Source: an optimization exercise on an open RTL-to-GDS flow (aim: small area). Production flows keep margins and buffers that such runs may drop. Function was checked by simulation only, so behaviour that the tests miss may differ from the original. No activity file was given, so power comes from the tool's default toggle rates.

$ cat flow/design.v
`timescale 1ns/10ps
`default_nettype none
module adc_scaler (
    input  logic        clk,
    input  logic        rst_n,
    input  logic [11:0] adc,
    input  logic        adc_dv,
    output logic [12:0] scaled
);
    logic [11:0] adc_q;                              
    logic [23:0] prod;
    logic [11:0] mid_q;                              
    logic [11:0] data_q;                             
    logic [2:0]  dv_sr;                              
    always_ff @(posedge clk) begin
        if (!rst_n) begin
            dv_sr <= '0;
        end else begin
            dv_sr <= {dv_sr[1:0], adc_dv};
        end
    end
    function automatic logic [23:0] rca(input logic [23:0] x, input logic [23:0] y);
        logic c;
        c = 1'b0;
        for (int i = 0; i < 24; i++) begin
            rca[i] = x[i] ^ y[i] ^ c;
            c      = (x[i] & y[i]) | (x[i] & c) | (y[i] & c);
        end
    endfunction
    logic [23:0] m17;                                
    logic [23:0] m576;                               
    logic [23:0] m1241;                              
    assign m17   = rca({8'd0, adc_q, 4'd0}, 24'(adc_q));
    assign m576  = rca(m17 << 6, m17 << 3);
    assign m1241 = rca(m576, m17);
    assign prod  = m1241 << 1;
    always_ff @(posedge clk) begin
        adc_q  <= adc;
        mid_q  <= prod[23:12];                       
        data_q <= mid_q;
    end
    assign scaled = {dv_sr[2], data_q};
endmodule
`default_nettype wire
`timescale 1ns/10ps
`default_nettype none
module boxcar_filter #(
    parameter int AVG_LOG2 = 4
) (
    input  logic        clk,
    input  logic        rst_n,
    input  logic [12:0] scaled,
    output logic [12:0] filtered
);
    localparam int DEPTH = 2 ** AVG_LOG2;
    localparam int ACC_W = 12 + AVG_LOG2;            
    logic [11:0]       taps [DEPTH];                 
    logic [ACC_W-1:0]  acc;                          
    logic [AVG_LOG2:0] fill;                         
    logic [11:0]       newest;
    logic [11:0]       oldest;
    logic              filt_valid;
    function automatic logic [ACC_W-1:0] rca(input logic [ACC_W-1:0] x, input logic [ACC_W-1:0] y,
                                             input logic ci);
        logic c;
        c = ci;
        for (int i = 0; i < ACC_W; i++) begin
            rca[i] = x[i] ^ y[i] ^ c;
            c      = (x[i] & y[i]) | (x[i] & c) | (y[i] & c);
        end
    endfunction
    logic [ACC_W-1:0] delta;
    logic [ACC_W-1:0] sum_next;
    assign newest   = scaled[12] ? scaled[11:0] : 12'd0;
    assign delta    = rca({{AVG_LOG2{1'b0}}, newest}, ~{{AVG_LOG2{1'b0}}, oldest}, 1'b1);
    assign sum_next = rca(acc, {{(AVG_LOG2-1){delta[12]}}, delta[12:0]}, 1'b0);
    assign oldest = (fill[AVG_LOG2] && scaled[12]) ? taps[DEPTH-1] : 12'd0;
    always_ff @(posedge clk) begin
        if (scaled[12]) begin
            taps[0] <= scaled[11:0];
            for (int i = 1; i < DEPTH; i++) begin
                taps[i] <= taps[i-1];
            end
        end
    end
    always_ff @(posedge clk) begin
        if (!rst_n) begin
            acc        <= '0;
            fill       <= '0;
            filt_valid <= 1'b0;
        end else begin
            filt_valid <= scaled[12];
            acc        <= sum_next;
            if (scaled[12]) begin
                if (!fill[AVG_LOG2]) begin
                    fill <= rca(ACC_W'(fill), '0, 1'b1);
                end
            end
        end
    end
    assign filtered = {filt_valid, acc[ACC_W-1:AVG_LOG2]};    
endmodule
`default_nettype wire
`timescale 1ns/10ps
`default_nettype none
module run_sequencer #(
    parameter int TICKS_PER_SEC = 1000
) (
    input  logic        clk,
    input  logic        rst_n,
    input  logic        run_en,
    input  logic [31:0] run_cfg,
    input  logic        run_start,
    input  logic        run_stop,
    input  logic        filt_valid,
    output logic        seq_stb0,
    output logic        seq_stb1,
    output logic [1:0]  seq_kind,
    output logic        seq_pv,
    output logic [2:0]  seq_status
);
    localparam logic [9:0] TICK_LAST = 10'h2B2;      
    localparam logic [1:0] KIND_ZERO = 2'd0;
    localparam logic [1:0] KIND_TWO  = 2'd1;
    localparam logic [1:0] KIND_ONE  = 2'd2;
    localparam logic [1:0] KIND_FILT = 2'd3;
    localparam logic [2:0] SEQ_INIT  = 3'd0;
    localparam logic [2:0] SEQ_WAIT  = 3'd1;
    localparam logic [2:0] SEQ_PRE   = 3'd4;         
    localparam logic [2:0] SEQ_PULSE = 3'd5;
    localparam logic [2:0] SEQ_POST  = 3'd6;
    localparam logic [2:0] ST_OFF   = 3'd0;
    localparam logic [2:0] ST_WAIT  = 3'd1;
    localparam logic [2:0] ST_PRE   = 3'd2;
    localparam logic [2:0] ST_PULSE = 3'd3;
    localparam logic [2:0] ST_POST  = 3'd4;
    logic [2:0] state;
    logic [9:0] tick;                                
    logic [7:0] secs;                                
    logic [7:0] pre_s, pulse_s, post_s;
    logic [7:0] loops_q;                             
    logic       active;
    logic       tick0;
    logic       tick_wrap;
    logic [7:0] lim;
    logic       phase_end;
    function automatic logic [7:0] rca8(input logic [7:0] x, input logic [7:0] y, input logic ci);
        logic c;
        c = ci;
        for (int i = 0; i < 8; i++) begin
            rca8[i] = x[i] ^ y[i] ^ c;
            c       = (x[i] & y[i]) | (x[i] & c) | (y[i] & c);
        end
    endfunction
    assign active    = state[2];
    assign tick0     = (tick == 10'd0);
    assign tick_wrap = (tick == TICK_LAST);
    assign lim       = (state == SEQ_PRE) ? pre_s : (state == SEQ_PULSE) ? pulse_s : post_s;
    assign phase_end = tick0 && (secs == lim);
    always_ff @(posedge clk) begin
        if (!active || phase_end) begin
            tick <= '0;
            secs <= '0;
        end else if (tick_wrap) begin
            tick <= '0;
            secs <= rca8(secs, 8'd0, 1'b1);
        end else begin
            tick <= {tick[8:0], ~(tick[9] ^ tick[6])};
        end
    end
    always_ff @(posedge clk) begin
        if (state == SEQ_WAIT) begin                 
            loops_q <= run_cfg[31:24];
            pre_s   <= run_cfg[23:16];
            pulse_s <= run_cfg[15:8];
            post_s  <= run_cfg[7:0];
        end else if (state == SEQ_POST && phase_end && (|loops_q[7:1])) begin
            loops_q <= rca8(loops_q, 8'hFF, 1'b0);
        end
    end
    always_ff @(posedge clk) begin
        if (state == SEQ_PULSE && !phase_end) begin
            seq_kind <= KIND_FILT;
        end else if (state == SEQ_PRE && phase_end) begin
            seq_kind <= KIND_ONE;
        end else if (state == SEQ_PRE && secs == 8'd0) begin
            seq_kind <= KIND_TWO;
        end else begin
            seq_kind <= KIND_ZERO;
        end
    end
    always_ff @(posedge clk) begin
        if (!rst_n) begin
            state      <= SEQ_INIT;
            seq_stb0   <= 1'b0;
            seq_stb1   <= 1'b0;
            seq_pv     <= 1'b0;
            seq_status <= ST_OFF;
        end else begin
            seq_stb0   <= 1'b0;
            seq_stb1   <= 1'b0;
            seq_pv     <= 1'b0;
            seq_status <= ST_OFF;
            if (!run_en) begin
                state <= SEQ_INIT;
            end else begin
                case (state)
                    SEQ_INIT: begin
                        seq_stb0   <= 1'b1;              
                        seq_stb1   <= 1'b1;
                        seq_status <= ST_WAIT;
                        state      <= SEQ_WAIT;
                    end
                    SEQ_WAIT: begin
                        seq_status <= ST_WAIT;
                        if (run_start) begin
                            state <= SEQ_PRE;
                        end
                    end
                    SEQ_PRE: begin
                        seq_status <= ST_PRE;
                        if (tick0 && (secs == 8'd0 || secs == 8'd1 || phase_end)) begin
                            seq_stb1 <= 1'b1;
                        end
                        if (phase_end) begin
                            state <= SEQ_PULSE;
                        end
                    end
                    SEQ_PULSE: begin
                        seq_status <= ST_PULSE;
                        seq_pv     <= 1'b1;
                        if (phase_end) begin
                            seq_stb0 <= 1'b1;            
                            seq_stb1 <= 1'b1;
                            state    <= SEQ_POST;
                        end else begin
                            seq_stb0 <= filt_valid;      
                        end
                    end
                    SEQ_POST: begin
                        seq_status <= ST_POST;
                        if (phase_end) begin
                            state <= ((|loops_q[7:1])) ? SEQ_PRE : SEQ_WAIT;
                        end
                    end
                    default: state <= SEQ_INIT;
                endcase
                if (run_stop && active) begin
                    seq_stb0 <= 1'b0;
                    seq_stb1 <= 1'b0;
                    seq_pv   <= 1'b0;
                    state    <= SEQ_INIT;
                end
            end
        end
    end
endmodule
`default_nettype wire
`timescale 1ns/10ps
`default_nettype none
module mode_controller (
    input  logic        clk,
    input  logic        rst_n,
    input  logic [1:0]  mode,
    input  logic        mode_update,
    input  logic [12:0] filtered,
    input  logic [12:0] dac0_test,
    input  logic [12:0] dac1_test,
    input  logic        pv_test,
    input  logic        seq_stb0,
    input  logic        seq_stb1,
    input  logic [1:0]  seq_kind,
    input  logic        seq_pv,
    input  logic [2:0]  seq_status,
    output logic        run_en,
    output logic [12:0] dac0,
    output logic [12:0] dac1,
    output logic        pv,
    output logic [2:0]  status
);
    localparam logic [1:0] MODE_LOOPBACK = 2'd1;
    localparam logic [1:0] MODE_DAC_TEST = 2'd2;
    localparam logic [1:0] MODE_RUN      = 2'd3;
    localparam logic [1:0] CTRL_IDLE     = 2'd0;
    localparam logic [1:0] CTRL_LOOPBACK = 2'd1;
    localparam logic [1:0] CTRL_DAC_TEST = 2'd2;
    localparam logic [1:0] CTRL_RUN      = 2'd3;
    localparam logic [11:0] TWO_VOLT = 12'h9B2;
    localparam logic [11:0] ONE_VOLT = 12'h505;
    localparam logic [2:0] ST_OFF = 3'd0;
    logic [1:0]  state;
    logic [11:0] dac0_q;
    logic [11:0] dac1_q;
    logic        stb0_q;
    logic        stb1_q;
    logic [11:0] seq_level;
    assign run_en = (state == CTRL_RUN);             
    always_comb begin
        case (seq_kind)
            2'd0:    seq_level = 12'd0;
            2'd1:    seq_level = TWO_VOLT;
            2'd2:    seq_level = ONE_VOLT;
            default: seq_level = dac1_q;             
        endcase
    end
    always_ff @(posedge clk) begin
        dac1_q <= (state == CTRL_DAC_TEST) ? dac1_test[11:0] : filtered[11:0];
        case (state)
            CTRL_DAC_TEST: dac0_q <= dac0_test[11:0];
            CTRL_RUN:      dac0_q <= seq_level;
            default:       dac0_q <= filtered[11:0];
        endcase
    end
    always_ff @(posedge clk) begin
        if (!rst_n) begin
            state  <= CTRL_IDLE;
            stb0_q <= 1'b0;
            stb1_q <= 1'b0;
            pv     <= 1'b0;
            status <= ST_OFF;
        end else begin
            stb0_q <= 1'b0;
            stb1_q <= 1'b0;
            pv     <= 1'b0;
            status <= ST_OFF;                        
            if (mode_update) begin
                state <= CTRL_IDLE;
            end else begin
                case (state)
                    CTRL_IDLE: begin
                        case (mode)
                            MODE_LOOPBACK: state <= CTRL_LOOPBACK;
                            MODE_DAC_TEST: state <= CTRL_DAC_TEST;
                            MODE_RUN:      state <= CTRL_RUN;
                            default:       state <= CTRL_IDLE;
                        endcase
                    end
                    CTRL_LOOPBACK: begin
                        stb0_q <= filtered[12];      
                        stb1_q <= filtered[12];
                        pv     <= pv_test;
                    end
                    CTRL_DAC_TEST: begin
                        stb0_q <= dac0_test[12];
                        stb1_q <= dac1_test[12];
                        pv     <= pv_test;
                    end
                    CTRL_RUN: begin
                        stb0_q <= seq_stb0;
                        stb1_q <= seq_stb1;
                        pv     <= seq_pv;
                        status <= seq_status;
                    end
                    default: state <= CTRL_IDLE;
                endcase
            end
        end
    end
    assign dac0 = {stb0_q, dac0_q};
    assign dac1 = {stb1_q, (state == CTRL_RUN) ? dac0_q : dac1_q};
endmodule
`default_nettype wire
`timescale 1ns/10ps
`default_nettype none
module ups_top #(
    parameter int TICKS_PER_SEC = 1000,
    parameter int AVG_LOG2      = 4
) (
    input  logic        clk,
    input  logic        rst_n,
    input  logic [11:0] adc,
    input  logic        adc_dv,
    input  logic [1:0]  mode,
    input  logic        mode_update,
    input  logic [12:0] dac0_test,
    input  logic [12:0] dac1_test,
    input  logic        pv_test,
    input  logic [31:0] run_cfg,
    input  logic        run_start,
    input  logic        run_stop,
    output logic [12:0] dac0,
    output logic [12:0] dac1,
    output logic        pv,
    output logic [2:0]  status
);
    logic [12:0] scaled;
    logic [12:0] filtered;
    logic        seq_stb0;
    logic        seq_stb1;
    logic [1:0]  seq_kind;
    logic        seq_pv;
    logic [2:0]  seq_status;
    logic        run_en;
    adc_scaler u_adc_scaler (
        .clk    (clk),
        .rst_n  (rst_n),
        .adc    (adc),
        .adc_dv (adc_dv),
        .scaled (scaled)
    );
    boxcar_filter #(
        .AVG_LOG2 (AVG_LOG2)
    ) u_boxcar_filter (
        .clk      (clk),
        .rst_n    (rst_n),
        .scaled   (scaled),
        .filtered (filtered)
    );
    run_sequencer #(
        .TICKS_PER_SEC (TICKS_PER_SEC)
    ) u_run_sequencer (
        .clk        (clk),
        .rst_n      (rst_n),
        .run_en     (run_en),
        .run_cfg    (run_cfg),
        .run_start  (run_start),
        .run_stop   (run_stop),
        .filt_valid (filtered[12]),
        .seq_stb0   (seq_stb0),
        .seq_stb1   (seq_stb1),
        .seq_kind   (seq_kind),
        .seq_pv     (seq_pv),
        .seq_status (seq_status)
    );
    mode_controller u_mode_controller (
        .clk         (clk),
        .rst_n       (rst_n),
        .mode        (mode),
        .mode_update (mode_update),
        .filtered    (filtered),
        .dac0_test   (dac0_test),
        .dac1_test   (dac1_test),
        .pv_test     (pv_test),
        .seq_stb0    (seq_stb0),
        .seq_stb1    (seq_stb1),
        .seq_kind    (seq_kind),
        .seq_pv      (seq_pv),
        .seq_status  (seq_status),
        .run_en      (run_en),
        .dac0        (dac0),
        .dac1        (dac1),
        .pv          (pv),
        .status      (status)
    );
endmodule
`default_nettype wire
$ cat flow/run.sh
#!/bin/bash
# synth_recipe.tcl (not shown) runs the flow's synth.tcl, then flattens the netlist and writes it again
# the make line also repeats each setting of config.mk as NAME=value (left out here)
make -C /OpenROAD-flow-scripts/flow DESIGN_CONFIG=/design/flow/config.mk WORK_HOME=/design/flow/orfs CLKGATE_MAP_FILE= SYNTH_SCRIPT=/design/flow/synth_recipe.tcl finish
$ cat flow/config.mk
export PLATFORM = sky130hd
export DESIGN_NAME = ups_top
export DESIGN_NICKNAME = ups_top
export VERILOG_FILES = /design/flow/design.v
export SDC_FILE = /design/flow/constraint.sdc
export NUM_CORES = 4
export LEC_CHECK = 0
export CAP_MARGIN = 20
export CORE_MARGIN = 2
export CORE_UTILIZATION = 40
export CTS_BUF_LIST = sky130_fd_sc_hd__clkbuf_8
export CTS_CLUSTER_DIAMETER = 80
export CTS_CLUSTER_SIZE = 20
export SLEW_MARGIN = 20
$ cat flow/constraint.sdc
create_clock -name core_clock -period 8.0 [get_ports {clk}]
set_input_delay 1.6000 -clock core_clock [delete_from_list [all_inputs] [get_ports {clk}]]
set_output_delay 1.6000 -clock core_clock [all_outputs]
set_load 0.01 [all_outputs]
==> out/results.ini, run 1 <==
[power_and_ir_drop]
irDropWorstVdd_mv = 0.150
finalPower_uw = 3090
power_density_mw_per_mm2 = 205
p_leak_uw = 0.00570

[synthesis]
synth_area_leader_cell = sky130_fd_sc_hd__edfxtp_1
post_synthesis_sequential_element_count = 346
yosysTopAreaCellShare_pct = 51.2
synth_cell_type_count = 53
mappedNetlistArea_mm2 = 0.0131
ys.warnings.count = 5
synth-edff-count = 224
syn-num-nets = 1035
syn_inst = 865
synthMostInstantiatedCell = sky130_fd_sc_hd__edfxtp_1
synth_seq_area_share_pct = 69.7
synth-main-ff-cell = sky130_fd_sc_hd__edfxtp_1
synthArstFlopShare_pct = 0
synth.top_cells.by_area = sky130_fd_sc_hd__edfxtp_1, sky130_fd_sc_hd__dfxtp_1, sky130_fd_sc_hd__fa_1, sky130_fd_sc_hd__ha_1, sky130_fd_sc_hd__inv_1
synthesis.area_per_instance_um2 = 15.2
ys_top_cells_by_count = sky130_fd_sc_hd__edfxtp_1, sky130_fd_sc_hd__dfxtp_1, sky130_fd_sc_hd__inv_1, sky130_fd_sc_hd__nand2_1, sky130_fd_sc_hd__fa_1

[layout]
num-fill-cells = 2832
drive_gt1_share_pct = 7.40
num_antenna_cells = 0
layout.nets = 1142
flow.area_growth_from_synthesis_pct = 15.0

[placement]
place_ws_ns = 1.07
finalWeightedCongestion = 0.748
port-buffer-count = 108
place.detailed.hpwl_um = 13800

[global_route]
via_count_of_the_first_global_routing_pass = 6224
grt_start_max_net_pins = 73
grt_util_all_layers_pct = 11.6
grt_overflow = 0
number_of_antenna_violations_at_the_first_check_in_global_routing = 0
wire_length_of_the_first_global_routing_pass_um = 31800

[clock_network]
cts_hold_buf = 0
post_cts_resized = 0
path_clk_slew_ns = 0.11
cts_max_path_buffers = 3
clock-sinks = 346
post_cts.repair.setup_buffers = 0
clockRootBuffer = sky130_fd_sc_hd__clkbuf_8
clkLatencyLatePin_ns = 0.56
numCtsBuffers = 21
ctsHtreeMaxLevel = 1
cts_tree = built

[critical_path]
reg2regPathDepth = 22
criticalPathCategory = flip-flop to flip-flop
critPathRequiredTime_ns = 8.44
worstSetupStartpointType = flip-flop
worstPathMaxFanout = 3
worstPathArrival_ns = 7.37
timing.critical_path.to_type = flip-flop

[timing]
maxSlewHeadroom_pct = 38.2
final_max_slew_viol_count = 0
grt_setup_unrepaired = no
post-route-min-period_ns = 6.92
skew_ns = 0.0129
whs_ns = 0.331
worst_slack_ns = 1.08
hold_violations = 0
fin_tns_setup_ns = 0
final_critical_path_share_of_the_clock_period_pct = 86.6
fmax_achieved_ghz = 0.144
worst-slew-pin-transition_ns = 0.925
setup_viol_count_final = 0

[drt]
drt_first_iter_violations = 419
drt-total-wl_um = 20400
detail_route_antenna_nets = 0
drc_errors = 0
vias_per_cell = 4.54
firstDrtPassIters = 4
vias = 6494
avgRoutedWirePerCell_um = 14.2

[die]
core_mm2 = 0.0325
floorplan.initialDensity_pct = 40.5
floorplan.die_area_mm2 = 0.0343
rows = 66
die_y_um = 185
chipWidth_um = 185
ioPinCount = 109

[flow_run]
max_cap_violations = 0

[hold_path]
whs_path_depth = 0
min-delay-path-class = flip-flop to flip-flop

[run_status]
result_of_the_run = no timing/DRC/antenna violations

state kept, by name, indices dropped and copies added, names as in the netlist, 10 cells and up:
| register | count |
|---|---|
| u_boxcar_filter.acc | 16 |
| u_run_sequencer.tick | 10 |
| u_boxcar_filter.taps | 192 |
| u_mode_controller.dac0_q | 12 |
| u_mode_controller.dac1_q | 12 |
| u_adc_scaler.data_q | 12 |
| u_adc_scaler.mid_q | 12 |
| u_adc_scaler.adc_q | 12 |
layer usage:
| layer | wire, µm | vias up | global-route usage [%] |
|---|---|---|---|
| li1 | - | 3194 | - |
| met1 | 10500 | 3154 | 17.8 |
| met2 | 8520 | 117 | 17.1 |
| met3 | 888 | 29 | 2.03 |
| met4 | 425 | 0 | 2.86 |
| met5 | 0 | - | 0 |
report_power, final:
group / switching (µW) / internal (µW)
logic: 136 / 139
clock network: 513 / 284
registers: 45.8 / 1980
total: 695 / 2400
placed cells by master (no fill, tap or decap), types with 5 or more instances in the layout:
cell	instances
sky130_fd_sc_hd__clkdlybuf4s50_1	108
sky130_fd_sc_hd__and2_1	23
sky130_fd_sc_hd__buf_4	6
sky130_fd_sc_hd__nor2_1	40
sky130_fd_sc_hd__and3_1	14
sky130_fd_sc_hd__nor3b_1	5
sky130_fd_sc_hd__inv_1	91
sky130_fd_sc_hd__mux2i_1	21
sky130_fd_sc_hd__nand2b_1	15
sky130_fd_sc_hd__nand3_1	10
sky130_fd_sc_hd__nor2b_1	8
sky130_fd_sc_hd__fa_2	17
sky130_fd_sc_hd__nand2_1	68
sky130_fd_sc_hd__xor2_1	5
sky130_fd_sc_hd__clkbuf_8	21
sky130_fd_sc_hd__xnor2_1	11
sky130_fd_sc_hd__ha_1	38
sky130_fd_sc_hd__a221o_1	9
sky130_fd_sc_hd__nor3_1	10
sky130_fd_sc_hd__mux2_2	16
sky130_fd_sc_hd__edfxtp_1	224
sky130_fd_sc_hd__o21ai_0	17
sky130_fd_sc_hd__fa_1	35
sky130_fd_sc_hd__dfxtp_1	121
sky130_fd_sc_hd__a21oi_1	9
stage by stage:
stage | instance area (µm²) | std cells | util (%)
6_report | 15100 | 1429 | 46.6
5_1_grt | 15100 | 1429 | 46.6
4_1_cts | 15100 | 1429 | 46.6
2_1_floorplan | 13200 | 865 | -
3_5_place_dp | 14700 | 1391 | 45.4
3_3_place_gp | 14700 | 1391 | 45.4
area by class of cell:
type | instances | area, µm² | area share (%)
sequential | 346 | 9170 | 60.7
tap | 442 | 553 | 3.66
clock buffer | 21 | 289 | 1.91
timing repair buffer | 114 | 1130 | 7.45
multi-input combinational | 411 | 3590 | 23.7
clock inverter | 17 | 98.8 | 0.654
inverter | 78 | 293 | 1.94
kinds of logic after synthesis:
group	after synthesis	synth area share, %
fa+ha+maj	93	11.8
mux	37	2.97
xor+xnor	16	1.07
flops	346	69.7
buf+inv	108	3.36
compound gates	60	3.32
simple gates	205	7.76
final timing paths:
path                                                    start                              to  slack, ns
worst min register to register  u_adc_scaler.mid_q[8]$_DFF_P_  u_adc_scaler.data_q[8]$_DFF_P_       0.33
worst min-delay path            u_adc_scaler.mid_q[8]$_DFF_P_  u_adc_scaler.data_q[8]$_DFF_P_       0.33
worst max register to register  u_adc_scaler.adc_q[0]$_DFF_P_  u_adc_scaler.mid_q[11]$_DFF_P_       1.08
worst max-delay path            u_adc_scaler.adc_q[0]$_DFF_P_  u_adc_scaler.mid_q[11]$_DFF_P_       1.08
critical path: stages, from the launching register on:
cell                      delay, ns
sky130_fd_sc_hd__dfxtp_1       0.35
sky130_fd_sc_hd__ha_1          0.15
sky130_fd_sc_hd__inv_1         0.05
sky130_fd_sc_hd__fa_1          0.38
sky130_fd_sc_hd__fa_1          0.40
sky130_fd_sc_hd__fa_1          0.39
sky130_fd_sc_hd__fa_1          0.53
sky130_fd_sc_hd__fa_1          0.44
sky130_fd_sc_hd__fa_1          0.40
sky130_fd_sc_hd__fa_1          0.39
sky130_fd_sc_hd__fa_1          0.39
sky130_fd_sc_hd__fa_1          0.39
sky130_fd_sc_hd__fa_1          0.40
sky130_fd_sc_hd__fa_1          0.46
sky130_fd_sc_hd__fa_1          0.42
sky130_fd_sc_hd__inv_1         0.08
sky130_fd_sc_hd__fa_1          0.17
sky130_fd_sc_hd__ha_1          0.14
sky130_fd_sc_hd__inv_1         0.05
sky130_fd_sc_hd__fa_1          0.49
sky130_fd_sc_hd__inv_1         0.04
sky130_fd_sc_hd__ha_1          0.19
sky130_fd_sc_hd__xnor2_1       0.12
==> inputs of run 2 (changes only) <==
==> flow/flow/run.sh (new file) <==
#!/bin/bash
# The standard layout, with each port buffered by the smallest buffer cell
set -euo pipefail
bash standard.sh "BUFFER_PORTS_ARGS=-buffer_cell sky130_fd_sc_hd__buf_1" finish > standard.log 2>&1
==> flow/standard.sh (new file) <==
#!/bin/bash
# synth_recipe.tcl (not shown) runs the flow's synth.tcl, then flattens the netlist and writes it again
# the make line also repeats each setting of config.mk as NAME=value (left out here)
make -C /OpenROAD-flow-scripts/flow DESIGN_CONFIG=/design/flow/config.mk WORK_HOME=/design/flow/orfs CLKGATE_MAP_FILE= SYNTH_SCRIPT=/design/flow/synth_recipe.tcl "${@:-finish}"
--- a/flow/config.mk
+++ b/flow/config.mk
@@ -8,7 +8,6 @@
 export CAP_MARGIN = 20
 export CORE_MARGIN = 2
 export CORE_UTILIZATION = 40
-export CTS_BUF_LIST = sky130_fd_sc_hd__clkbuf_8
-export CTS_CLUSTER_DIAMETER = 80
-export CTS_CLUSTER_SIZE = 20
+export CTS_CLUSTER_DIAMETER = 100
+export CTS_CLUSTER_SIZE = 30
 export SLEW_MARGIN = 20
removed: flow/run.sh
==> run 2 against run 1 <==
  * Routed wire length decreased by 0.59%
  * Count of clock-buffer cells in the layout increased by 2
  * Still clean on timing, DRC and antenna
  * Flip-flop and latch count unchanged
  * Highest routed layer unchanged
  * Largest power group unchanged
==> out/results.ini, run 2 <==
[global_route]
grt_start_max_net_pins = 91  ; +25%
grt_overflow = 0  ; unchanged
number_of_antenna_violations_at_the_first_check_in_global_routing = 0  ; unchanged
via_count_of_the_first_global_routing_pass = 6283  ; +0.95%
grt_util_all_layers_pct = 11.7  ; +0.081 points
wire_length_of_the_first_global_routing_pass_um = 32200  ; +1.1%

[die]
chipWidth_um = 185  ; unchanged
ioPinCount = 109  ; unchanged
floorplan.initialDensity_pct = 40.5  ; unchanged
rows = 66  ; unchanged
floorplan.die_area_mm2 = 0.0343  ; unchanged
die_y_um = 185  ; unchanged
core_mm2 = 0.0325  ; unchanged

[clock_network]
post_cts.repair.setup_buffers = 0  ; unchanged
cts_hold_buf = 0  ; unchanged
clock-sinks = 346  ; unchanged
cts_max_path_buffers = 3  ; unchanged
post_cts_resized = 0  ; unchanged
clkLatencyLatePin_ns = 0.50  ; -0.06 ns
path_clk_slew_ns = 0.10  ; about the same
numCtsBuffers = 16  ; -24%
cts_tree = built
clockRootBuffer = sky130_fd_sc_hd__clkbuf_16
ctsHtreeMaxLevel = 1  ; unchanged

[critical_path]
critical_path.max_stage_delay_ns = 0.53  ; about the same
r2r_start = u_adc_scaler.adc_q[0]$_DFF_P_
reg2regPathDepth = 22  ; unchanged
r2r_path_end = u_adc_scaler.mid_q[11]$_DFF_P_
critPathRequiredTime_ns = 8.41  ; -0.03 ns
path_cells = ha_1 > inv_1 > fa_1 > fa_1 > fa_1 > fa_1 > fa_1 > fa_1 > fa_1 > fa_1 > fa_1 > fa_1 > fa_1 > fa_1 > inv_1 > fa_1 > ha_1 > inv_1 > fa_1 > inv_1 > ha_1 > xnor2_1
worstPathMaxFanout = 3  ; unchanged
timing.critical_path.slowest_stage_cell = sky130_fd_sc_hd__fa_1
regToRegSetupSlack_ns = 1.0  ; -0.08 ns
critical_path.most_common_cell = sky130_fd_sc_hd__fa_1
worstSetupEndpoint = u_adc_scaler.mid_q[11]$_DFF_P_
timing.critical_path.to_type = flip-flop
crit_path_start = u_adc_scaler.adc_q[0]$_DFF_P_
criticalPathCategory = flip-flop to flip-flop
worstSetupStartpointType = flip-flop
worstPathArrival_ns = 7.41  ; +0.04 ns

[layout]
finalCoreUtilization_pct = 44.9  ; -1.7 points
largest_register_ff_count = 192  ; unchanged
most_common_library_cell_in_the_layout_ignoring_fill_and_taps = sky130_fd_sc_hd__edfxtp_1
registers.top_by_ff_count = u_boxcar_filter.taps
layout.nets = 1137  ; -0.44%
drive_gt1_share_pct = 7.06  ; -0.33 points
num_antenna_cells = 0  ; unchanged
flow.area_growth_from_synthesis_pct = 10.8
reg_top3 = u_boxcar_filter.taps (192), u_boxcar_filter.acc (16)
most-common-layout-cells = sky130_fd_sc_hd__edfxtp_1, sky130_fd_sc_hd__dfxtp_1, sky130_fd_sc_hd__buf_1

[run_status]
result_of_the_run = no timing/DRC/antenna violations

[synthesis]
synthArstFlopShare_pct = 0  ; unchanged
synth_area_leader_cell = sky130_fd_sc_hd__edfxtp_1
synth_cell_type_count = 53  ; unchanged
synthesis.area_per_instance_um2 = 15.2  ; unchanged
syn-num-nets = 1035  ; unchanged
synth-main-ff-cell = sky130_fd_sc_hd__edfxtp_1
yosysTopAreaCellShare_pct = 51.2  ; unchanged
synth.top_cells.by_area = sky130_fd_sc_hd__edfxtp_1, sky130_fd_sc_hd__dfxtp_1, sky130_fd_sc_hd__fa_1, sky130_fd_sc_hd__ha_1, sky130_fd_sc_hd__inv_1
post_synthesis_sequential_element_count = 346  ; unchanged
ys.warnings.count = 5  ; unchanged
synth_seq_area_share_pct = 69.7  ; unchanged
synthMostInstantiatedCell = sky130_fd_sc_hd__edfxtp_1
synth-edff-count = 224  ; unchanged
ys_top_cells_by_count = sky130_fd_sc_hd__edfxtp_1, sky130_fd_sc_hd__dfxtp_1, sky130_fd_sc_hd__inv_1, sky130_fd_sc_hd__nand2_1, sky130_fd_sc_hd__fa_1
syn_inst = 865  ; unchanged
mappedNetlistArea_mm2 = 0.0131  ; unchanged

[hold_path]
min-delay-path-class = flip-flop to flip-flop

[power_and_ir_drop]
power_density_mw_per_mm2 = 222  ; +8.3%
irDropWorstVdd_mv = 0.150  ; -0.41%
p_leak_uw = 0.00542  ; -4.8%

[timing]
maxSlewHeadroom_pct = 37.4  ; -0.82 points
hold_violations = 0  ; unchanged
worst-slew-pin-transition_ns = 0.937  ; +0.0122 ns
final_critical_path_share_of_the_clock_period_pct = 87.5  ; +0.99 points
skew_ns = 0.0178  ; +0.00491 ns
post-route-min-period_ns = 7.00  ; +0.0788 ns
setup_viol_count_final = 0  ; unchanged
fin_tns_setup_ns = 0  ; unchanged
grt_setup_unrepaired = no
final_max_slew_viol_count = 0  ; unchanged
fmax_achieved_ghz = 0.143  ; -1.1%

[placement]
finalWeightedCongestion = 0.772  ; +3.2%
place.detailed.hpwl_um = 13900  ; +0.61%
port-buffer-count = 108  ; unchanged

[drt]
vias_per_cell = 4.57  ; +0.63%
drt_first_iter_violations = 407  ; -2.9%
detail_route_antenna_nets = 0  ; unchanged
avgRoutedWirePerCell_um = 14.3  ; +0.11%
firstDrtPassIters = 4  ; unchanged
drt-total-wl_um = 20200  ; -0.59%
drc_errors = 0  ; unchanged
vias = 6489  ; -0.077%

[flow_run]
max_cap_violations = 0  ; unchanged

==> run 2: cell counts after synthesis <==
Identical to the previous run, type by type.
==> run 2: logic make-up after synthesis <==
| logic type | count (synthesis) | share of synthesized area [%] |
|---|---|---|
| compound gates | 60 | 3.32 |
| xor+xnor | 16 | 1.07 |
| fa+ha+maj | 93 | 11.8 |
| buf+inv | 108 | 3.36 |
| flops | 346 | 69.7 |
| mux | 37 | 2.97 |
| simple gates | 205 | 7.76 |
==> run 2: how the worst min path moves through the flow <==
stage / startpoint / to / slack [ns] / depth (start not counted)
after floorplan: u_adc_scaler.mid_q[0]$_DFF_P_ / u_adc_scaler.data_q[0]$_DFF_P_ / 0.31 / 0
after global placement: u_adc_scaler.mid_q[7]$_DFF_P_ / u_adc_scaler.data_q[7]$_DFF_P_ / 0.31 / 0
after detailed placement: u_adc_scaler.mid_q[4]$_DFF_P_ / u_adc_scaler.data_q[4]$_DFF_P_ / 0.31 / 0
after CTS: u_adc_scaler.mid_q[4]$_DFF_P_ / u_adc_scaler.data_q[4]$_DFF_P_ / 0.34 / 0
after global routing: u_adc_scaler.mid_q[1]$_DFF_P_ / u_adc_scaler.data_q[1]$_DFF_P_ / 0.34 / 0
final: u_adc_scaler.mid_q[6]$_DFF_P_ / u_adc_scaler.data_q[6]$_DFF_P_ / 0.34 / 0
==> run 2: stage by stage <==
step	hold slack (ns)	worst slack, ns	power, µW	std cells	area [µm²]
6_report	0.336	0.997	3230	1419	14600
3_5_place_dp	0.312	0.992	2330	1391	14100
4_1_cts	0.338	0.965	3290	1419	14600
3_3_place_gp	0.311	1.12	2320	1391	14100
2_1_floorplan	0.310	0.00355	2220	865	13200
5_1_grt	0.339	0.654	3390	1419	14600
==> run 2: worst max-delay path, delay by kind of cell, from the launching register on <==
kind / cells / cell delay, ns
flip-flops: 1 / 0.35
buffers and inverters: 4 / 0.25
XOR/XNOR: 1 / 0.12
adder cells (fa/ha/maj): 17 / 6.18
==> run 2: cell type report <==
cell class | instances | area [µm²]
repair buffers | 114 | 455
inverters | 78 | 293
clock buffers | 23 | 448
flip-flops and latches | 346 | 9170
multi-input cells | 411 | 3580
well taps | 442 | 553
fillers | 2906 | 17900
clock inverters | 5 | 55.1
==> run 2: layer usage <==
metal	global-route usage, %	up-vias	routed length [µm]
met1	17.5	3183	10100
li1	-	3180	-
met3	1.89	23	801
met5	0	-	0
met4	2.92	0	366
met2	17.9	103	8920
==> run 2: power by group <==
part / internal [µW] / switching [µW] / total [µW]
logic: 108 / 139 / 248
registers: 1980 / 51.2 / 2030
clock network: 411 / 541 / 952
total: 2500 / 732 / 3230
==> inputs of run 3 (changes only) <==
--- a/flow/design.v
+++ b/flow/design.v
@@ -125,10 +125,10 @@
     localparam logic [1:0] KIND_ONE  = 2'd2;
     localparam logic [1:0] KIND_FILT = 2'd3;
     localparam logic [2:0] SEQ_INIT  = 3'd0;
-    localparam logic [2:0] SEQ_WAIT  = 3'd1;
-    localparam logic [2:0] SEQ_PRE   = 3'd4;         
-    localparam logic [2:0] SEQ_PULSE = 3'd5;
-    localparam logic [2:0] SEQ_POST  = 3'd6;
+    localparam logic [2:0] SEQ_WAIT  = 3'd3;
+    localparam logic [2:0] SEQ_PRE   = 3'd5;         
+    localparam logic [2:0] SEQ_PULSE = 3'd4;
+    localparam logic [2:0] SEQ_POST  = 3'd7;
     localparam logic [2:0] ST_OFF   = 3'd0;
     localparam logic [2:0] ST_WAIT  = 3'd1;
     localparam logic [2:0] ST_PRE   = 3'd2;
==> flow/flow/run.sh (replaced) <==
#!/bin/bash
# The standard layout, with each port buffered by the smallest buffer cell
# and a clock tree without dummy loads
set -euo pipefail
bash standard.sh \
  "BUFFER_PORTS_ARGS=-buffer_cell sky130_fd_sc_hd__buf_1" \
  "CTS_ARGS=-sink_clustering_enable -repair_clock_nets -sink_clustering_size 30 -sink_clustering_max_diameter 100 -dont_use_dummy_load" \
  finish > standard.log 2>&1
==> run 3 against run 2 <==
  * Area after synthesis is 0.98% lower
  * First-iteration DRC count is 25% higher
  * Setup slack worse by 0.012 ns
  * Flip-flop and latch count stayed put
  * Critical path type unchanged
  * Highest routed layer unchanged
  * Critical path depth stayed put
  * Register-to-register slack hardly changed
  * Maximum frequency is 0.18% lower
  * Die area is 0.96% lower
  * Combinational power is 3% lower
==> out/results.ini, run 3 <==
[synthesis]
synth.top_cells.by_area = sky130_fd_sc_hd__edfxtp_1, sky130_fd_sc_hd__dfxtp_1, sky130_fd_sc_hd__fa_1, sky130_fd_sc_hd__ha_1, sky130_fd_sc_hd__inv_1
synth_cell_type_count = 43  ; -19%
synth_seq_area_share_pct = 70.4  ; +0.69 points
synthArstFlopShare_pct = 0  ; unchanged
synthMostInstantiatedCell = sky130_fd_sc_hd__edfxtp_1
synth-main-ff-cell = sky130_fd_sc_hd__edfxtp_1
yosysTopAreaCellShare_pct = 51.7  ; +0.51 points
synth_area_leader_cell = sky130_fd_sc_hd__edfxtp_1
ys.warnings.count = 5  ; unchanged
synth-edff-count = 224  ; unchanged
mappedNetlistArea_mm2 = 0.0130  ; -0.98%
synthesis.area_per_instance_um2 = 16.0  ; +5.1%
ys_top_cells_by_count = sky130_fd_sc_hd__edfxtp_1, sky130_fd_sc_hd__dfxtp_1, sky130_fd_sc_hd__inv_1, sky130_fd_sc_hd__fa_1, sky130_fd_sc_hd__ha_1
syn-num-nets = 988  ; -4.5%
post_synthesis_sequential_element_count = 346  ; unchanged
syn_inst = 815  ; -5.8%

[layout]
num_antenna_cells = 0  ; unchanged
sequential_cell_area_mm2 = 0.00917  ; unchanged
most-common-layout-cells = sky130_fd_sc_hd__edfxtp_1, sky130_fd_sc_hd__dfxtp_1, sky130_fd_sc_hd__buf_1
registers.top_by_ff_count = u_boxcar_filter.taps
flow.area_growth_from_synthesis_pct = 10.3
multi_input_comb_area_mm2 = 0.00350  ; -2.4%
most_common_library_cell_in_the_layout_ignoring_fill_and_taps = sky130_fd_sc_hd__edfxtp_1
largest_register_ff_count = 192  ; unchanged
reg_top3 = u_boxcar_filter.taps (192), u_boxcar_filter.acc (16)
layout.nets = 1094  ; -3.8%
drive_gt1_share_pct = 7.73  ; +0.66 points
finish.instance_area_mm2 = 0.0144  ; -1.4%
num-fill-cells = 2900  ; -0.21%

[critical_path]
critical_path.max_stage_delay_ns = 0.54  ; about the same
critPathRequiredTime_ns = 8.36  ; -0.05 ns
regToRegSetupSlack_ns = 0.98  ; about the same
r2r_start = u_adc_scaler.adc_q[0]$_DFF_P_
criticalPathCategory = flip-flop to flip-flop
critical_path.most_common_cell = sky130_fd_sc_hd__fa_1
timing.critical_path.to_type = flip-flop
worstPathMaxFanout = 3  ; unchanged
path_cells = ha_1 > inv_1 > fa_1 > fa_1 > fa_1 > fa_1 > fa_1 > fa_1 > fa_1 > fa_1 > fa_1 > fa_1 > fa_1 > fa_1 > inv_1 > fa_1 > ha_1 > inv_1 > fa_1 > inv_1 > ha_1 > xnor2_1
critPathTopFamily = adder cells
reg2regPathDepth = 22  ; unchanged
worstSetupStartpointType = flip-flop
cp_num_buf_inv = 4  ; unchanged
r2r_path_end = u_adc_scaler.mid_q[11]$_DFF_P_
timing.critical_path.slowest_stage_cell = sky130_fd_sc_hd__fa_1
worstPathArrival_ns = 7.38  ; -0.03 ns

[clock_network]
post_cts_resized = 0  ; unchanged
ctsHtreeMaxLevel = 1  ; unchanged
path_clk_slew_ns = 0.10  ; about the same
clkLatencyLatePin_ns = 0.50  ; about the same
cts_tree = built
clockRootBuffer = sky130_fd_sc_hd__clkbuf_16
cts_max_path_buffers = 3  ; unchanged
clock-sinks = 346  ; unchanged
numCtsBuffers = 16  ; unchanged
post_cts.repair.setup_buffers = 0  ; unchanged
cts_hold_buf = 0  ; unchanged

[die]
chipWidth_um = 184  ; -0.48%
floorplan.initialDensity_pct = 40.3  ; -0.19 points
rows = 66  ; unchanged
ioPinCount = 109  ; unchanged
floorplan.die_area_mm2 = 0.0340  ; -0.96%
core_mm2 = 0.0323  ; -0.51%
die_y_um = 184  ; -0.48%

[timing]
setup_viol_count_final = 0  ; unchanged
maxSlewHeadroom_pct = 36.5  ; -0.94 points
hold_violations = 0  ; unchanged
worst-slew-pin-transition_ns = 0.952  ; +0.0143 ns
post-route-min-period_ns = 7.02  ; +0.0124 ns
fmax_achieved_ghz = 0.143  ; -0.18%
final_critical_path_share_of_the_clock_period_pct = 87.7  ; +0.15 points
skew_ns = 0.0340  ; +0.0162 ns
fin_tns_setup_ns = 0  ; unchanged
grt_setup_unrepaired = no
final_max_slew_viol_count = 0  ; unchanged

[drt]
vias_per_cell = 4.55  ; -0.41%
avgRoutedWirePerCell_um = 14.5  ; +1.6%
drt-total-wl_um = 19700  ; -2.6%
drc_errors = 0  ; unchanged
drt_first_iter_violations = 509  ; +25%
detail_route_antenna_nets = 0  ; unchanged
vias = 6198  ; -4.5%
firstDrtPassIters = 5  ; +1

[global_route]
grt_start_max_net_pins = 78  ; -14%
grt_util_all_layers_pct = 11.5  ; -0.21 points
number_of_antenna_violations_at_the_first_check_in_global_routing = 0  ; unchanged
grt_overflow = 0  ; unchanged
wire_length_of_the_first_global_routing_pass_um = 31300  ; -2.9%
via_count_of_the_first_global_routing_pass = 6150  ; -2.1%

[power_and_ir_drop]
power_density_mw_per_mm2 = 217  ; -2.0%
irDropWorstVdd_mv = 0.128  ; -15%
p_leak_uw = 0.00530  ; -2.1%

[placement]
port-buffer-count = 108  ; unchanged
place.detailed.hpwl_um = 13500  ; -2.9%
finalWeightedCongestion = 0.745  ; -3.5%
place_area_mm2 = 0.0140  ; -0.64%

[hold_path]
holdPathEnd = u_adc_scaler.data_q[9]$_DFF_P_
whs_path_depth = 0  ; unchanged
holdCritStartpoint = u_adc_scaler.mid_q[9]$_DFF_P_
min-delay-path-class = flip-flop to flip-flop

[flow_run]
max_cap_violations = 0  ; unchanged

[run_status]
result_of_the_run = no timing/DRC/antenna violations

run 3: layout make-up:
| class | instances | area share (%) |
|---|---|---|
| Timing Repair Buffer | 115 | 3.19 |
| Clock buffer | 16 | 2.79 |
| Tap cell | 442 | 3.85 |
| Multi-Input combinational cell | 367 | 24.3 |
| Sequential cell | 346 | 63.9 |
| Inverter | 75 | 1.96 |
run 3: how the worst max path moves through the flow:
stage | start | end | depth (start not counted)
CTS | u_adc_scaler.adc_q[0]$_DFF_P_ | u_adc_scaler.mid_q[11]$_DFF_P_ | 22
finish | u_adc_scaler.adc_q[0]$_DFF_P_ | u_adc_scaler.mid_q[11]$_DFF_P_ | 22
global placement | u_adc_scaler.dv_sr[2]$_SDFF_PN0_ | u_boxcar_filter.acc[15]$_SDFF_PN0_ | 22
global route | u_adc_scaler.adc_q[0]$_DFF_P_ | u_adc_scaler.mid_q[11]$_DFF_P_ | 24
floorplan | u_adc_scaler.dv_sr[2]$_SDFF_PN0_ | u_boxcar_filter.acc[15]$_SDFF_PN0_ | 24
detailed placement | u_adc_scaler.adc_q[4]$_DFF_P_ | u_adc_scaler.mid_q[11]$_DFF_P_ | 22
run 3: cell families (layout without fill, tap and decap cells):
group,count (synthesis),in the layout,share of synthesized area (%)
flops,346,346,70.4
xor+xnor,16,16,1.08
buf+inv,102,206,3.03
mux,38,38,3.15
fa+ha+maj,98,98,12.3
simple gates,155,155,6.16
compound gates,60,60,3.81
run 3: stage by stage:
stage | power (µW) | hold WS, ns | setup slack, ns | cells | utilization (%)
detailed placement | 2310 | 0.313 | 1.03 | 1345 | 43.2
floorplan | 2210 | 0.310 | 0.00355 | 815 | -
global route | 3280 | 0.307 | 0.698 | 1361 | 44.5
global placement | 2310 | 0.311 | 1.12 | 1345 | 43.2
CTS | 3170 | 0.304 | 0.995 | 1361 | 44.5
finish | 3120 | 0.310 | 0.985 | 1361 | 44.5
run 3: report_power, final:
group	total, µW	switching (µW)	internal, µW	leakage [µW]
Sequential	2020	45.6	1980	0.00307
Combinational	241	135	106	0.00204
Clock	859	497	362	0.000197
run 3: layer usage:
| layer | GRT usage [%] | vias to the layer above | share of wire, % |
|---|---|---|---|
| li1 | - | 3040 | - |
| met2 | 17.5 | 109 | 43 |
| met5 | 0 | - | 0 |
| met4 | 2.46 | 0 | 1.2 |
| met3 | 2.09 | 20 | 4.6 |
| met1 | 17.3 | 3029 | 52 |
==> inputs of run 4 (changes only) <==
--- a/flow/design.v
+++ b/flow/design.v
@@ -87,9 +87,7 @@
         if (!rst_n) begin
             acc        <= '0;
             fill       <= '0;
-            filt_valid <= 1'b0;
         end else begin
-            filt_valid <= scaled[12];
             acc        <= sum_next;
             if (scaled[12]) begin
                 if (!fill[AVG_LOG2]) begin
@@ -98,6 +96,9 @@
             end
         end
     end
+    always_ff @(posedge clk) begin
+        filt_valid <= scaled[12];
+    end
     assign filtered = {filt_valid, acc[ACC_W-1:AVG_LOG2]};    
 endmodule
 `default_nettype wire
@@ -115,15 +116,15 @@
     input  logic        filt_valid,
     output logic        seq_stb0,
     output logic        seq_stb1,
-    output logic [1:0]  seq_kind,
+    output logic        lvl_load,
+    output logic [1:0]  lvl_code,
     output logic        seq_pv,
     output logic [2:0]  seq_status
 );
     localparam logic [9:0] TICK_LAST = 10'h2B2;      
-    localparam logic [1:0] KIND_ZERO = 2'd0;
-    localparam logic [1:0] KIND_TWO  = 2'd1;
-    localparam logic [1:0] KIND_ONE  = 2'd2;
-    localparam logic [1:0] KIND_FILT = 2'd3;
+    localparam logic [1:0] LVL_ZERO = 2'd0;
+    localparam logic [1:0] LVL_TWO  = 2'd1;
+    localparam logic [1:0] LVL_ONE  = 2'd2;
     localparam logic [2:0] SEQ_INIT  = 3'd0;
     localparam logic [2:0] SEQ_WAIT  = 3'd3;
     localparam logic [2:0] SEQ_PRE   = 3'd5;         
@@ -178,25 +179,18 @@
             loops_q <= rca8(loops_q, 8'hFF, 1'b0);
         end
     end
-    always_ff @(posedge clk) begin
-        if (state == SEQ_PULSE && !phase_end) begin
-            seq_kind <= KIND_FILT;
-        end else if (state == SEQ_PRE && phase_end) begin
-            seq_kind <= KIND_ONE;
+    assign lvl_load = (state == SEQ_INIT) || (state == SEQ_PRE) || (state == SEQ_PULSE && phase_end);
+    always_comb begin
+        if (state == SEQ_PRE && phase_end) begin
+            lvl_code = LVL_ONE;
         end else if (state == SEQ_PRE && secs == 8'd0) begin
-            seq_kind <= KIND_TWO;
+            lvl_code = LVL_TWO;
         end else begin
-            seq_kind <= KIND_ZERO;
+            lvl_code = LVL_ZERO;
         end
     end
     always_ff @(posedge clk) begin
-        if (!rst_n) begin
-            state      <= SEQ_INIT;
-            seq_stb0   <= 1'b0;
-            seq_stb1   <= 1'b0;
-            seq_pv     <= 1'b0;
-            seq_status <= ST_OFF;
-        end else begin
+        begin
             seq_stb0   <= 1'b0;
             seq_stb1   <= 1'b0;
             seq_pv     <= 1'b0;
@@ -269,7 +263,8 @@
     input  logic        pv_test,
     input  logic        seq_stb0,
     input  logic        seq_stb1,
-    input  logic [1:0]  seq_kind,
+    input  logic        lvl_load,
+    input  logic [1:0]  lvl_code,
     input  logic        seq_pv,
     input  logic [2:0]  seq_status,
     output logic        run_en,
@@ -296,18 +291,23 @@
     logic [11:0] seq_level;
     assign run_en = (state == CTRL_RUN);             
     always_comb begin
-        case (seq_kind)
-            2'd0:    seq_level = 12'd0;
+        case (lvl_code)
             2'd1:    seq_level = TWO_VOLT;
             2'd2:    seq_level = ONE_VOLT;
-            default: seq_level = dac1_q;             
+            default: seq_level = 12'd0;
         endcase
     end
     always_ff @(posedge clk) begin
-        dac1_q <= (state == CTRL_DAC_TEST) ? dac1_test[11:0] : filtered[11:0];
+        if (state == CTRL_DAC_TEST) begin
+            dac1_q <= dac1_test[11:0];
+        end else if (lvl_load) begin
+            dac1_q <= seq_level;
+        end else begin
+            dac1_q <= filtered[11:0];
+        end
         case (state)
             CTRL_DAC_TEST: dac0_q <= dac0_test[11:0];
-            CTRL_RUN:      dac0_q <= seq_level;
+            CTRL_RUN:      dac0_q <= dac1_q;
             default:       dac0_q <= filtered[11:0];
         endcase
     end
@@ -357,7 +357,7 @@
         end
     end
     assign dac0 = {stb0_q, dac0_q};
-    assign dac1 = {stb1_q, (state == CTRL_RUN) ? dac0_q : dac1_q};
+    assign dac1 = {stb1_q, (state == CTRL_DAC_TEST) ? dac1_q : dac0_q};
 endmodule
 `default_nettype wire
 `timescale 1ns/10ps
@@ -387,7 +387,8 @@
     logic [12:0] filtered;
     logic        seq_stb0;
     logic        seq_stb1;
-    logic [1:0]  seq_kind;
+    logic        lvl_load;
+    logic [1:0]  lvl_code;
     logic        seq_pv;
     logic [2:0]  seq_status;
     logic        run_en;
@@ -418,7 +419,8 @@
         .filt_valid (filtered[12]),
         .seq_stb0   (seq_stb0),
         .seq_stb1   (seq_stb1),
-        .seq_kind   (seq_kind),
+        .lvl_load   (lvl_load),
+        .lvl_code   (lvl_code),
         .seq_pv     (seq_pv),
         .seq_status (seq_status)
     );
@@ -433,7 +435,8 @@
         .pv_test     (pv_test),
         .seq_stb0    (seq_stb0),
         .seq_stb1    (seq_stb1),
-        .seq_kind    (seq_kind),
+        .lvl_load    (lvl_load),
+        .lvl_code    (lvl_code),
         .seq_pv      (seq_pv),
         .seq_status  (seq_status),
         .run_en      (run_en),
==> run 4 against run 3 <==
  * Cell area down 1.2%
  * Setup slack better by 0.071 ns
  * Utilization up 0.24 points
  * Highest routed layer unchanged
  * Sequential power about the same
  * Hold slack worse by 0.062 ns
==> out/results.ini, run 4 <==
[synthesis]
synth_seq_area_share_pct = 70.6  ; +0.19 points
synthesis.area_per_instance_um2 = 15.8  ; -1.2%
yosysTopAreaCellShare_pct = 52.0  ; +0.37 points
post_synthesis_sequential_element_count = 344  ; -0.58%
synthMostInstantiatedCell = sky130_fd_sc_hd__edfxtp_1
synth-main-ff-cell = sky130_fd_sc_hd__edfxtp_1
syn-num-nets = 986  ; -0.20%
ys.warnings.count = 5  ; unchanged
synth_area_leader_cell = sky130_fd_sc_hd__edfxtp_1
mappedNetlistArea_mm2 = 0.0129  ; -0.70%
synth_cell_type_count = 50  ; +16%
synth-edff-count = 224  ; unchanged
ys_top_cells_by_count = sky130_fd_sc_hd__edfxtp_1, sky130_fd_sc_hd__dfxtp_1, sky130_fd_sc_hd__inv_1, sky130_fd_sc_hd__fa_1, sky130_fd_sc_hd__nand2_1
synthArstFlopShare_pct = 0  ; unchanged
syn_inst = 819  ; +0.49%
synth.top_cells.by_area = sky130_fd_sc_hd__edfxtp_1, sky130_fd_sc_hd__dfxtp_1, sky130_fd_sc_hd__fa_1, sky130_fd_sc_hd__ha_1, sky130_fd_sc_hd__inv_1

[clock_network]
ctsHtreeMaxLevel = 1  ; unchanged
cts_tree = built
post_cts.repair.setup_buffers = 0  ; unchanged
clockRootBuffer = sky130_fd_sc_hd__clkbuf_16
clock-sinks = 344  ; -0.58%
cts_hold_buf = 0  ; unchanged
path_clk_slew_ns = 0.11  ; about the same
cts_max_path_buffers = 3  ; unchanged
post_cts_resized = 0  ; unchanged
numCtsBuffers = 16  ; unchanged
clkLatencyLatePin_ns = 0.50  ; about the same

[layout]
num-fill-cells = 2854  ; -1.6%
reg_top3 = u_boxcar_filter.taps (192), u_boxcar_filter.acc (16)
final_cells = 1325  ; -2.6%
sequential_cell_area_mm2 = 0.00913  ; -0.44%
most-common-layout-cells = sky130_fd_sc_hd__edfxtp_1, sky130_fd_sc_hd__dfxtp_1, sky130_fd_sc_hd__buf_1
multi_input_comb_area_mm2 = 0.00339  ; -3.1%
most_common_library_cell_in_the_layout_ignoring_fill_and_taps = sky130_fd_sc_hd__edfxtp_1
flow.area_growth_from_synthesis_pct = 9.74
largest_register_ff_count = 192  ; unchanged
layout.nets = 1092  ; -0.18%
num_antenna_cells = 0  ; unchanged
registers.top_by_ff_count = u_boxcar_filter.taps
finalCoreUtilization_pct = 44.7  ; +0.24 points
drive_gt1_share_pct = 5.09  ; -2.6 points

[timing]
setup_viol_count_final = 0  ; unchanged
worst-slew-pin-transition_ns = 0.908  ; -0.0433 ns
worst_slack_ns = 1.06  ; +0.0709 ns
fmax_achieved_ghz = 0.144  ; +1.0%
skew_ns = 0.0634  ; +0.0294 ns
hold_violations = 0  ; unchanged
post-route-min-period_ns = 6.94  ; -0.0709 ns
final_critical_path_share_of_the_clock_period_pct = 86.8  ; -0.89 points
maxSlewHeadroom_pct = 39.1  ; +2.6 points
fin_tns_setup_ns = 0  ; unchanged
final_max_slew_viol_count = 0  ; unchanged
grt_setup_unrepaired = no

[critical_path]
timing.critical_path.slowest_stage_cell = sky130_fd_sc_hd__dfxtp_4
criticalPathCategory = flip-flop to flip-flop
cp_num_buf_inv = 5  ; +1
critical_path.most_common_cell = sky130_fd_sc_hd__fa_1
critical_path.max_stage_delay_ns = 0.69  ; +0.15 ns
worstSetupStartpointType = flip-flop
path_cells = and3_1 > ha_1 > inv_1 > fa_1 > fa_1 > fa_2 > fa_1 > fa_2 > fa_2 > fa_1 > inv_1 > fa_1 > inv_1 > fa_1 > fa_1 > inv_1 > fa_1 > inv_1 > fa_1 > fa_2 > fa_1 > fa_1 > xnor2_1 > and2_1
critPathTopFamily = adder cells
worstPathMaxFanout = 41  ; +38
crit_path_start = u_adc_scaler.dv_sr[2]$_SDFF_PN0_
r2r_start = u_adc_scaler.dv_sr[2]$_SDFF_PN0_
critPathRequiredTime_ns = 8.40  ; +0.04 ns
worstPathArrival_ns = 7.35  ; -0.03 ns
timing.critical_path.to_type = flip-flop

[placement]
place.detailed.instances = 1309  ; -2.7%
place_ws_ns = 1.02  ; -0.00499 ns
port-buffer-count = 108  ; unchanged
place.detailed.hpwl_um = 12700  ; -5.7%
finalWeightedCongestion = 0.758  ; +1.8%

[power_and_ir_drop]
finalPower_uw = 3100  ; -0.70%
p_leak_uw = 0.00531  ; about the same
power_density_mw_per_mm2 = 218  ; +0.54%
irDropWorstVdd_mv = 0.119  ; -6.8%

[flow_run]
max_cap_violations = 0  ; unchanged

[die]
floorplan.initialDensity_pct = 40.8  ; +0.44 points
die_y_um = 184  ; -0.34%
ioPinCount = 109  ; unchanged
core_mm2 = 0.0317  ; -1.8%
floorplan.die_area_mm2 = 0.0338  ; -0.69%
rows = 65  ; -1.5%
chipWidth_um = 184  ; -0.34%

[global_route]
number_of_antenna_violations_at_the_first_check_in_global_routing = 0  ; unchanged
via_count_of_the_first_global_routing_pass = 6031  ; -1.9%
grt_overflow = 0  ; unchanged
grt_start_max_net_pins = 138  ; +77%
grt_util_all_layers_pct = 11.2  ; -0.30 points
wire_length_of_the_first_global_routing_pass_um = 30700  ; -1.8%

[drt]
drt-total-wl_um = 18900  ; -4.1%
vias = 6230  ; +0.52%
vias_per_cell = 4.70  ; +3.2%
avgRoutedWirePerCell_um = 14.3  ; -1.5%
drc_errors = 0  ; unchanged
firstDrtPassIters = 4  ; -1
drt_first_iter_violations = 487  ; -4.3%
detail_route_antenna_nets = 0  ; unchanged

[run_status]
result_of_the_run = no timing/DRC/antenna violations

[hold_path]
min-delay-path-class = flip-flop to flip-flop
holdCritStartpoint = u_adc_scaler.mid_q[10]$_DFF_P_

run 4: changes by cell type after synthesis, sizes merged, moves of 5 or more:
cell    before  now
nor2        27   22
nand3        4    9
and3b        0    5
nand2b       6    1
mux2        24   14
a21boi       8    1
xor2         8   13
a22oi        3   13
inv         75   81
and2        40   31
a222oi      10    2
ha          42   36
nor3         6   18
nand2       39   45
run 4: final timing paths:
check | depth (start not counted) | to | slack [ns]
worst min-delay path | 0 | u_adc_scaler.data_q[10]$_DFF_P_ | 0.25
worst min register to register | 0 | u_adc_scaler.data_q[10]$_DFF_P_ | 0.25
worst max register to register | 24 | u_boxcar_filter.acc[15]$_SDFF_PN0_ | 1.06
worst max-delay path | 24 | u_boxcar_filter.acc[15]$_SDFF_PN0_ | 1.06
run 4: layer usage:
layer | GRT usage (%) | routed length [µm] | share of wire, % | vias up
met5 | 0 | 0 | 0 | -
met4 | 2.50 | 345 | 1.8 | 0
met3 | 1.94 | 896 | 4.7 | 20
met2 | 16.7 | 7820 | 41 | 127
met1 | 17.2 | 9840 | 52 | 3021
li1 | - | - | - | 3062
run 4: logic make-up (layout without fill, tap and decap cells):
| logic type | Yosys count | count (layout) | synth area share [%] |
|---|---|---|---|
| AOI/OAI and AO/OA | 66 | 66 | 3.95 |
| xor gates and xnor gates | 19 | 19 | 1.29 |
| adders and majority gates | 90 | 90 | 11.7 |
| buffers and inverters | 106 | 210 | 3.25 |
| DFF | 344 | 344 | 70.6 |
| muxes | 32 | 32 | 2.61 |
| and+or+nand+nor | 162 | 162 | 6.58 |
run 4: power breakdown:
group	internal, µW	total, µW	switching [µW]
registers	1960	2010	44.1
clock network	361	854	493
logic	104	236	132
total	2430	3100	670
run 4: final cells by class:
type                            instances  share of cell area (%)
Inverter                               81                    2.14
Clock buffer                           16                    2.82
Timing Repair Buffer                  113                    3.21
Sequential cell                       344                    64.4
Tap cell                              402                    3.55
Multi-Input combinational cell        369                    23.9
run 4: metrics by stage:
step / hold WS (ns) / instance area, µm²
6_report: 0.248 / 14200
5_1_grt: 0.256 / 14200
4_1_cts: 0.248 / 14200
3_5_place_dp: 0.312 / 13800
3_3_place_gp: 0.312 / 13800
2_1_floorplan: 0.310 / 12900
==> inputs of run 5 (changes only) <==
==> flow/flow/run.sh (replaced) <==
#!/bin/bash
# The standard layout, with each port buffered by the smallest buffer cell
# and a clock tree without dummy loads, small buffers above the leaf level
set -euo pipefail
bash standard.sh \
  "BUFFER_PORTS_ARGS=-buffer_cell sky130_fd_sc_hd__buf_1" \
  "CTS_ARGS=-sink_clustering_enable -repair_clock_nets -sink_clustering_size 36 -sink_clustering_max_diameter 100 -dont_use_dummy_load -root_buf sky130_fd_sc_hd__clkbuf_4 -tree_buf sky130_fd_sc_hd__clkbuf_4 -sink_clustering_buffer sky130_fd_sc_hd__clkbuf_16" \
  finish > standard.log 2>&1
==> run 5 against run 4 <==
  * Largest power group unchanged
  * Power fell by 3.7%
  * Final cell count barely moved
  * First-iteration DRC count fell by 12%
  * Largest cell class unchanged
  * Count of clock-buffer cells in the layout fell by 2
  * Critical path type unchanged
  * Global-route usage fell by 0.066 points
  * Sequential share of layout area rose by 0.46 points
  * Routed wire length fell by 0.24%
  * Maximum frequency fell by 0.76%
  * Critical path depth did not move
  * Via count did not move
  * Die area did not move
==> out/results.ini, run 5 <==
[clock_network]
clockRootBuffer = sky130_fd_sc_hd__clkbuf_4
post_cts_resized = 0  ; unchanged
post_cts.repair.setup_buffers = 0  ; unchanged
clkLatencyLatePin_ns = 0.66  ; +0.16 ns
clock-sinks = 344  ; unchanged
path_clk_slew_ns = 0.12  ; about the same
cts_max_path_buffers = 3  ; unchanged
numCtsBuffers = 14  ; -2
ctsHtreeMaxLevel = 1  ; unchanged
cts_hold_buf = 0  ; unchanged
cts_tree = built

[layout]
layout.nets = 1090  ; -0.18%
multi_input_comb_area_mm2 = 0.00339  ; unchanged
most_common_library_cell_in_the_layout_ignoring_fill_and_taps = sky130_fd_sc_hd__edfxtp_1
most-common-layout-cells = sky130_fd_sc_hd__edfxtp_1, sky130_fd_sc_hd__dfxtp_1, sky130_fd_sc_hd__buf_1
flow.area_growth_from_synthesis_pct = 8.96
reg_top3 = u_boxcar_filter.taps (192), u_boxcar_filter.acc (16)
drive_gt1_share_pct = 4.89  ; -0.21 points
finish.instance_area_mm2 = 0.0141  ; -0.71%
largest_register_ff_count = 192  ; unchanged
registers.top_by_ff_count = u_boxcar_filter.taps
sequential_cell_area_mm2 = 0.00913  ; unchanged
final_cells = 1324  ; -0.075%
num-fill-cells = 2871  ; +0.60%

[drt]
vias_per_cell = 4.71  ; about the same
drt-total-wl_um = 18900  ; -0.24%
vias = 6230  ; unchanged
firstDrtPassIters = 5  ; +1
avgRoutedWirePerCell_um = 14.2  ; -0.16%
drc_errors = 0  ; unchanged
drt_first_iter_violations = 428  ; -12%
detail_route_antenna_nets = 0  ; unchanged

[synthesis]
synth_seq_area_share_pct = 70.6  ; unchanged
ys_top_cells_by_count = sky130_fd_sc_hd__edfxtp_1, sky130_fd_sc_hd__dfxtp_1, sky130_fd_sc_hd__inv_1, sky130_fd_sc_hd__fa_1, sky130_fd_sc_hd__nand2_1
synthMostInstantiatedCell = sky130_fd_sc_hd__edfxtp_1
synth_cell_type_count = 50  ; unchanged
syn-num-nets = 986  ; unchanged
post_synthesis_sequential_element_count = 344  ; unchanged
synth.top_cells.by_area = sky130_fd_sc_hd__edfxtp_1, sky130_fd_sc_hd__dfxtp_1, sky130_fd_sc_hd__fa_1, sky130_fd_sc_hd__ha_1, sky130_fd_sc_hd__inv_1
synth_area_leader_cell = sky130_fd_sc_hd__edfxtp_1
synth-main-ff-cell = sky130_fd_sc_hd__edfxtp_1
mappedNetlistArea_mm2 = 0.0129  ; unchanged
synthArstFlopShare_pct = 0  ; unchanged
yosysTopAreaCellShare_pct = 52.0  ; unchanged
synthesis.area_per_instance_um2 = 15.8  ; unchanged
synth-edff-count = 224  ; unchanged
syn_inst = 819  ; unchanged
ys.warnings.count = 5  ; unchanged

[timing]
final_critical_path_share_of_the_clock_period_pct = 87.5  ; +0.67 points
hold_violations = 0  ; unchanged
post-route-min-period_ns = 7.00  ; +0.0533 ns
grt_setup_unrepaired = no
final_max_slew_viol_count = 0  ; unchanged
setup_viol_count_final = 0  ; unchanged
worst-slew-pin-transition_ns = 0.926  ; +0.0178 ns
maxSlewHeadroom_pct = 37.9  ; -1.2 points
fmax_achieved_ghz = 0.143  ; -0.76%
fin_tns_setup_ns = 0  ; unchanged
worst_slack_ns = 1.00  ; -0.0533 ns
skew_ns = 0.0745  ; +0.0111 ns

[power_and_ir_drop]
irDropWorstVdd_mv = 0.121  ; +1.9%
p_leak_uw = 0.00526  ; -0.90%
power_density_mw_per_mm2 = 212  ; -3.0%

[die]
core_mm2 = 0.0317  ; unchanged
ioPinCount = 109  ; unchanged
rows = 65  ; unchanged
die_y_um = 184  ; unchanged
chipWidth_um = 184  ; unchanged
floorplan.initialDensity_pct = 40.8  ; unchanged
floorplan.die_area_mm2 = 0.0338  ; unchanged

[placement]
finalWeightedCongestion = 0.758  ; unchanged
place.detailed.instances = 1309  ; unchanged
port-buffer-count = 108  ; unchanged
place.detailed.hpwl_um = 12700  ; unchanged
place_area_mm2 = 0.0138  ; unchanged
place_ws_ns = 1.02  ; unchanged

[global_route]
via_count_of_the_first_global_routing_pass = 6014  ; -0.28%
grt_start_max_net_pins = 138  ; unchanged
grt_overflow = 0  ; unchanged
wire_length_of_the_first_global_routing_pass_um = 30500  ; -0.77%
grt_util_all_layers_pct = 11.1  ; -0.066 points
number_of_antenna_violations_at_the_first_check_in_global_routing = 1  ; +1

[critical_path]
timing.critical_path.slowest_stage_cell = sky130_fd_sc_hd__dfxtp_4
cp_num_buf_inv = 5  ; unchanged
critical_path.max_stage_delay_ns = 0.69  ; about the same
worstSetupStartpointType = flip-flop
worstPathMaxFanout = 41  ; unchanged
timing.critical_path.to_type = flip-flop
worstPathArrival_ns = 7.53  ; +0.18 ns
critPathRequiredTime_ns = 8.54  ; +0.14 ns
critPathTopFamily = adder cells
path_cells = and3_1 > ha_1 > inv_1 > fa_1 > fa_1 > fa_2 > fa_1 > fa_2 > fa_2 > fa_1 > inv_1 > fa_1 > inv_1 > fa_1 > fa_1 > inv_1 > fa_1 > inv_1 > fa_1 > fa_2 > fa_1 > fa_1 > xnor2_1 > and2_1
criticalPathCategory = flip-flop to flip-flop
critical_path.most_common_cell = sky130_fd_sc_hd__fa_1

[flow_run]
max_cap_violations = 0  ; unchanged

[run_status]
result_of_the_run = no timing/DRC/antenna violations

[hold_path]
min-delay-path-class = flip-flop to flip-flop

-- run 5: cells by family (layout without fill, tap and decap cells) --
| group | Yosys count | after routing | synth area share [%] |
|---|---|---|---|
| xor+xnor | 19 | 19 | 1.29 |
| flops | 344 | 344 | 70.6 |
| other cells | 0 | 1 | 0 |
| buf+inv | 106 | 208 | 3.25 |
| compound gates | 66 | 66 | 3.95 |
| fa+ha+maj | 90 | 90 | 11.7 |
| mux | 32 | 32 | 2.61 |
| simple gates | 162 | 162 | 6.58 |
-- run 5: routing by layer --
metal  up-vias  GRT usage (%)  part of all wire [%]
met2       124           16.6                    41
met1      3031           17.1                    52
li1       3063              -                     -
met4         0           2.43                   1.3
met5         -              0                     0
met3        12           1.88                   5.0
-- run 5: final cells by class --
class                           count  share of cell area [%]
Sequential cell                   344                    64.8
Clock buffer                       14                    2.11
Inverter                           81                    2.16
Multi-Input combinational cell    369                    24.1
Tap cell                          402                    3.57
Antenna cell                        1                  0.0178
Timing Repair Buffer              113                    3.23
-- run 5: power by group --
| part | internal (µW) | total, µW | leakage, µW | switching, µW |
|---|---|---|---|---|
| sequential | 1960 | 2010 | 0.00305 | 43.4 |
| combinational | 104 | 236 | 0.00206 | 132 |
| clock | 264 | 741 | 0.000149 | 476 |
| total | 2330 | 2980 | 0.00526 | 652 |
-- run 5: final timing paths --
path,from,cells after the start,slack (ns),endpoint
hold / removal,u_adc_scaler.mid_q[3]$_DFF_P_,0,0.33,u_adc_scaler.data_q[3]$_DFF_P_
hold reg to reg,u_adc_scaler.mid_q[3]$_DFF_P_,0,0.33,u_adc_scaler.data_q[3]$_DFF_P_
setup / recovery,u_adc_scaler.dv_sr[2]$_SDFF_PN0_,24,1.00,u_boxcar_filter.acc[15]$_SDFF_PN0_
setup reg to reg,u_adc_scaler.dv_sr[2]$_SDFF_PN0_,24,1.00,u_boxcar_filter.acc[15]$_SDFF_PN0_
-- run 5: per-stage QoR --
stage	total power, µW	utilization (%)	hold slack [ns]
floorplan	2200	-	0.310
global route	3140	44.4	0.343
global placement	2290	43.5	0.312
detailed placement	2290	43.5	0.312
CTS	3040	44.4	0.336
finish	2980	44.4	0.334

## static timing again, ports no longer ideal
Ports are ideal in the flow. The routed layouts listed here were re-timed in OpenROAD.
Step 1, drivers: a clkbuf_16 drives clk and a buf_2 each remaining input, both assumed.
Step 2 also shifts input and output timing later by t, the mid clock arrival at the registers, as if the neighbouring blocks saw the same clock.
a / b / c = ideal / step 1 / step 2; a / b = the first two.
run	shift t [ns]	setup slack, ns
run 1	0.594	1.076 / 1.076 / 1.076
run 2	0.547	0.997 / 0.997 / 0.997
run 3	0.534	0.985 / 0.985 / 0.985
run 4	0.520	1.056 / 1.056 / 1.056
run 5	0.670	1.002 / 1.002 / 1.002
After both steps every run listed still meets setup and hold.
